Context: an optimization exercise on an open-source flow, tuned for small area, a short achievable clock period and few clock cycles per item. The choices shown serve that exercise and are no tape-out recipe. At most, simulation tests tie the RTL to the original design; equivalence was not proved. No activity file was given, so power comes from the tool's default toggle rates.

## pixel_window
module pixel_window (
    input  logic                      clk,
    input  logic                      rst_n,
    input  logic                      in_valid,
    output logic                      in_ready,
    input  pixel_pkg::pixel_t         in_pixel,
    output logic                      out_valid,
    input  logic                      out_ready,
    output pixel_pkg::pixel_t [15:0]  out_window,
    output logic                      frame_done
);
    localparam int W     = 16;
    localparam int H     = 8;
    localparam int PB    = 24;
    localparam int NPIX  = W * H;
    localparam int NELEM = W * (H + 2);
    localparam int CLEN  = 3 * W + 4;
    localparam int CW    = $clog2(W);
    localparam int SW    = $clog2(NELEM + 1);
    typedef logic [PB-1:0] pixel_t;
    pixel_t          chain [0:CLEN-1];
    pixel_t          skid;
    logic            skid_v;      
    logic            virt;        
    logic            pend;        
    logic            top_row;     
    logic            win_flag;    
    logic            last;        
    logic [SW-1:0]   elem;        
    logic [SW-1:0]   elem_inc;
    logic            acc;
    logic            in_block;    
    logic            shift;
    logic            skid_v_next;
    logic            virt_next;
    pixel_t          new_elem;
    assign in_ready = !in_block;
    assign acc      = in_valid && !in_block;
    assign shift    = (pend || acc) && (!out_valid || out_ready);
    assign new_elem = virt ? chain[W-1] : (skid_v ? skid : in_pixel);
    assign skid_v_next  = skid_v ? !shift : (acc && !shift);
    assign elem_inc     = elem + SW'(1);
  ...
Size: roughly 1500 cells after synthesis, roughly 1300 flip-flops, roughly 420 I/O pins, ~0.040 mm^2 of cells after synthesis.
export LEC_CHECK = 0
export CAP_MARGIN = 20
export CORE_MARGIN = 2
export CORE_UTILIZATION = 65
export CTS_CLUSTER_DIAMETER = 120
export CTS_CLUSTER_SIZE = 30
export PLACE_DENSITY = 0.75
export SETUP_SLACK_MARGIN = 2.8
export SLEW_MARGIN = 20
export TNS_END_PERCENT = 5
create_clock -name core_clock -period 5.0 [get_ports {clk}]
standard.sh (not shown) runs the stock make flow with config.mk's settings and CLKGATE_MAP_FILE= SYNTH_SCRIPT=/design/flow/synth_recipe.tcl, a recipe that flattens the netlist after the stock synthesis.
==> flow/flow/run.sh <==
#!/bin/bash
# The standard layout, with plain buffers on the ports instead of the delay cells that
# buffer_ports would otherwise pick.
set -euo pipefail
export BUFFER_PORTS_ARGS="-buffer_cell sky130_fd_sc_hd__buf_1"
bash standard.sh > standard.log 2>&1
Testbench counts at the start, summed over its fixed seeds: cycles 5,152, windows 3,328.
Next try:
- CORE_ASPECT_RATIO: unset -> 0.5
The changed run ran to the end with no violations.
Final area goes down by 0.40%.
Register-to-register slack got worse by 0.13 ns.
Combinational power goes down by 5.3%.
Total power goes down by 1.1%.
Count of clock-buffer cells in the layout stays the same.
Non-clock buffer count goes down by 17.
Next try:
- CORE_ASPECT_RATIO: 0.5 -> unset
- CORE_UTILIZATION: 65 -> 70
- CTS_CLUSTER_DIAMETER: 120 -> 60
- PLACE_DENSITY: 0.75 -> 0.8
What happened:
- The changed run produced a clean layout
- wire length went up by roughly a tenth
- worst setup slack loses 0.021 ns
- cell area went up slightly
- core utilization went up by 6.4 points
- sequential power is about the same
- die area went down by a little under a tenth
- power went up by a few percent
- worst hold slack loses 0.13 ns
- maximum frequency went down slightly
Next try:
--- a/flow/flow/run.sh
+++ b/flow/flow/run.sh
@@ -5 +5 @@
-export BUFFER_PORTS_ARGS="-buffer_cell sky130_fd_sc_hd__buf_1"
+export BUFFER_PORTS_ARGS="-buffer_cell sky130_fd_sc_hd__buf_2"
- CORE_UTILIZATION: 70 -> 75
- PLACE_DENSITY: 0.8 -> 0.85
The changed run did not get past clock tree synthesis (4_1_cts).
Synthesized cell count is unchanged.
Area after synthesis is unchanged.
Next try:
--- a/flow/flow/run.sh
+++ b/flow/flow/run.sh
@@ -5 +5 @@
-export BUFFER_PORTS_ARGS="-buffer_cell sky130_fd_sc_hd__buf_2"
+export BUFFER_PORTS_ARGS="-buffer_cell sky130_fd_sc_hd__buf_1"
- CORE_UTILIZATION: 75 -> 65
- PLACE_DENSITY: 0.85 -> 0.75
=> This time the run finished with timing, DRC and antenna clean. Area after synthesis does not change. Synthesized cell count stays the same.

========
Another version of the RTL of pixel_window (not shown whole).
For scale: ~1,500 cells after synthesis, roughly 1,300 flip-flops, about 40,000 um2 of cells after synthesis.
==> flow/config.mk <==
export PLATFORM = sky130hd
export DESIGN_NAME = pixel_window
export DESIGN_NICKNAME = pixel_window
export VERILOG_FILES = /design/flow/design.v
export SDC_FILE = /design/flow/constraint.sdc
export NUM_CORES = 4
export LEC_CHECK = 0
export CAP_MARGIN = 20
export CORE_MARGIN = 2
export CORE_UTILIZATION = 40
export SETUP_SLACK_MARGIN = 2.5
export SLEW_MARGIN = 20
==> flow/constraint.sdc <==
create_clock -name core_clock -period 5.0 [get_ports {clk}]
set_input_delay 1.0000 -clock core_clock [delete_from_list [all_inputs] [get_ports {clk}]]
set_output_delay 1.0000 -clock core_clock [all_outputs]
set_load 0.01 [all_outputs]
==> flow/flow/run.sh <==
#!/bin/bash
# The standard layout, with plain buffers on the ports instead of the delay cells that
# buffer_ports would otherwise pick.
set -euo pipefail
export BUFFER_PORTS_ARGS="-buffer_cell sky130_fd_sc_hd__buf_2"
bash standard.sh > standard.log 2>&1
Next try:
Settings changed: CORE_UTILIZATION 40 to 65, CTS_CLUSTER_DIAMETER from default to 60, CTS_CLUSTER_SIZE from default to 30, PLACE_DENSITY from default to 0.75.
Result:
- The new run finished clean
- sequential cell count does not change
- worst setup slack loses 0.0083 ns
- register-to-register slack gets worse by 0.04 ns
- via count decreases by 3.7%
- critical path depth is unchanged
- hold slack is better by 0.071 ns
- routed wire length came out lower by 10%
Next try:
==> flow/run.sh (new file) <==
#!/bin/bash
# synth_recipe.tcl (not shown) runs the flow's synth.tcl, then flattens the netlist and writes it again
# the make line also repeats each setting of config.mk as NAME=value (left out here)
make -C /OpenROAD-flow-scripts/flow DESIGN_CONFIG=/design/flow/config.mk WORK_HOME=/design/flow/orfs CLKGATE_MAP_FILE= SYNTH_SCRIPT=/design/flow/synth_recipe.tcl finish
Settings changed: CORE_UTILIZATION 65 to 40, CTS_CLUSTER_DIAMETER 60 to default, CTS_CLUSTER_SIZE 30 to default, PLACE_DENSITY 0.75 to default.
removed: flow/flow/run.sh
removed: flow/standard.sh
- critical path depth grows by 6
- global-route usage goes down by 4.4 points
- sequential power barely changes
- area after synthesis is unchanged
- utilization shrinks by 23 points
- wire length rose by about a fifth
- via count came out higher by a few percent
- total power rose by about a fifth
- setup slack is worse by 0.040 ns
Next try:
==> flow/flow/run.sh (new file) <==
#!/bin/bash
# The standard layout, with plain buffers on the ports instead of the delay cells that
# buffer_ports would otherwise pick.
set -euo pipefail
export BUFFER_PORTS_ARGS="-buffer_cell sky130_fd_sc_hd__buf_2"
bash standard.sh > standard.log 2>&1
==> flow/standard.sh (new file) <==
#!/bin/bash
# synth_recipe.tcl (not shown) runs the flow's synth.tcl, then flattens the netlist and writes it again
# the make line also repeats each setting of config.mk as NAME=value (left out here)
make -C /OpenROAD-flow-scripts/flow DESIGN_CONFIG=/design/flow/config.mk WORK_HOME=/design/flow/orfs CLKGATE_MAP_FILE= SYNTH_SCRIPT=/design/flow/synth_recipe.tcl "${@:-finish}"
Settings changed: CORE_UTILIZATION 40 to 65, PLACE_DENSITY from default to 0.75.
removed: flow/run.sh
Result:
- via count went down by about 2.3%
- setup slack is better by 0.049 ns
- global-route usage went up by 6.3 points
No functional check of the RTL was part of any run of this note.

========
pixel_window, a different RTL version from the one above (not shown whole).
Size in the first run: about 1500 cells after synthesis, roughly 1300 flip-flops, roughly 420 I/O pins, roughly 40000 sq um of cells after synthesis.
==> flow/config.mk <==
export PLATFORM = sky130hd
export DESIGN_NAME = pixel_window
export DESIGN_NICKNAME = pixel_window
export VERILOG_FILES = /design/flow/design.v
export SDC_FILE = /design/flow/constraint.sdc
export NUM_CORES = 4
export LEC_CHECK = 0
export CAP_MARGIN = 20
export CORE_MARGIN = 2
export CORE_UTILIZATION = 65
export CTS_CLUSTER_DIAMETER = 60
export CTS_CLUSTER_SIZE = 30
export PLACE_DENSITY = 0.75
export SETUP_SLACK_MARGIN = 3.0
export SLEW_MARGIN = 20
export TNS_END_PERCENT = 5
==> flow/constraint.sdc <==
create_clock -name core_clock -period 5.0 [get_ports {clk}]
set_input_delay 1.0000 -clock core_clock [delete_from_list [all_inputs] [get_ports {clk}]]
set_output_delay 1.0000 -clock core_clock [all_outputs]
set_load 0.01 [all_outputs]
==> flow/flow/run.sh <==
#!/bin/bash
# The standard layout, with plain buffers on the ports instead of the delay cells that
# buffer_ports would otherwise pick.
set -euo pipefail
export BUFFER_PORTS_ARGS="-buffer_cell sky130_fd_sc_hd__buf_2"
bash standard.sh > standard.log 2>&1
The baseline completed with no timing, DRC or antenna violations.
Testbench counts at the start, summed over its fixed seeds: cycles 5,152, windows 3,328.
Then changed:
- SETUP_SLACK_MARGIN: 3.0 -> 2.8
Non-clock buffer count goes up by 1.
Cell area barely changes.
Clock skew hardly moves.
Flip-flop and latch count stays the same.
Then changed:
- SETUP_SLACK_MARGIN: 2.8 -> 2.5
- TNS_END_PERCENT: 5 -> default
Effect: Area after synthesis is unchanged. Synthesized cell count is unchanged. Routed wire length falls slightly. Sequential share of layout area rises by 0.44 points. Maximum frequency falls by a little under a tenth. Power falls slightly. Non-clock buffer count falls by 20.

==> port drivers added, routing unchanged <==
How much do the figures lean on ideal ports? The routed layouts below were timed once more, with nothing changed but the port constraints. Step 1: set_driving_cell puts a clkbuf_16 on clk and a buf_2 on each other input, an assumption about the parent block. Step 2, shift: input delay + t, output delay - t, t = (earliest + latest rising clock arrival at the registers) / 2. This alone moves slack from input paths to output paths. a / b / c = ideal / step 1 / step 2; a / b = the first two.
run	shift t [ns]	setup WS [ns]	hold slack, ns	latest minus earliest clock arrival (ns)	worst data-port slew with drivers (ns)
the first run of note 1	0.659	2.726 / 2.668 / 2.123	0.418 / 0.418 / 0.418	0.029 / 0.030	0.05
the second run of note 1	0.659	2.714 / 2.653 / 2.109	0.419 / 0.419 / 0.419	0.028 / 0.028	0.10
the third run of note 1	0.684	2.693 / 2.632 / 2.070	0.291 / 0.253 / 0.414	0.031 / 0.032	0.06
the fifth run of note 1	0.692	2.713 / 2.650 / 2.140	0.411 / 0.411 / 0.411	0.027 / 0.027	0.05
the first run of note 2	0.777	2.585 / 2.521 / 2.061	0.266 / 0.238 / 0.406	0.034 / 0.034	0.10
the second run of note 2	0.681	2.577 / 2.518 / 2.003	0.337 / 0.300 / 0.409	0.035 / 0.035	0.06
the third run of note 2	0.759	2.537 / 2.508 / 1.800	0.296 / 0.262 / 0.406	0.033 / 0.032	0.06
the fourth run of note 2	0.705	2.586 / 2.529 / 1.968	0.325 / 0.289 / 0.406	0.023 / 0.024	0.06
the first run of note 3	0.689	2.711 / 2.653 / 2.078	0.335 / 0.318 / 0.401	0.036 / 0.035	0.07
the second run of note 3	0.688	2.711 / 2.654 / 2.085	0.332 / 0.312 / 0.401	0.038 / 0.037	0.07
the third run of note 3	0.692	2.533 / 2.538 / 1.846	0.329 / 0.309 / 0.404	0.034 / 0.034	0.07
After both steps setup and hold are still met in every run listed. The setup slack of the third run of note 2, which loses most, moves by -0.029 ns with the drivers and by -0.737 ns with both steps.
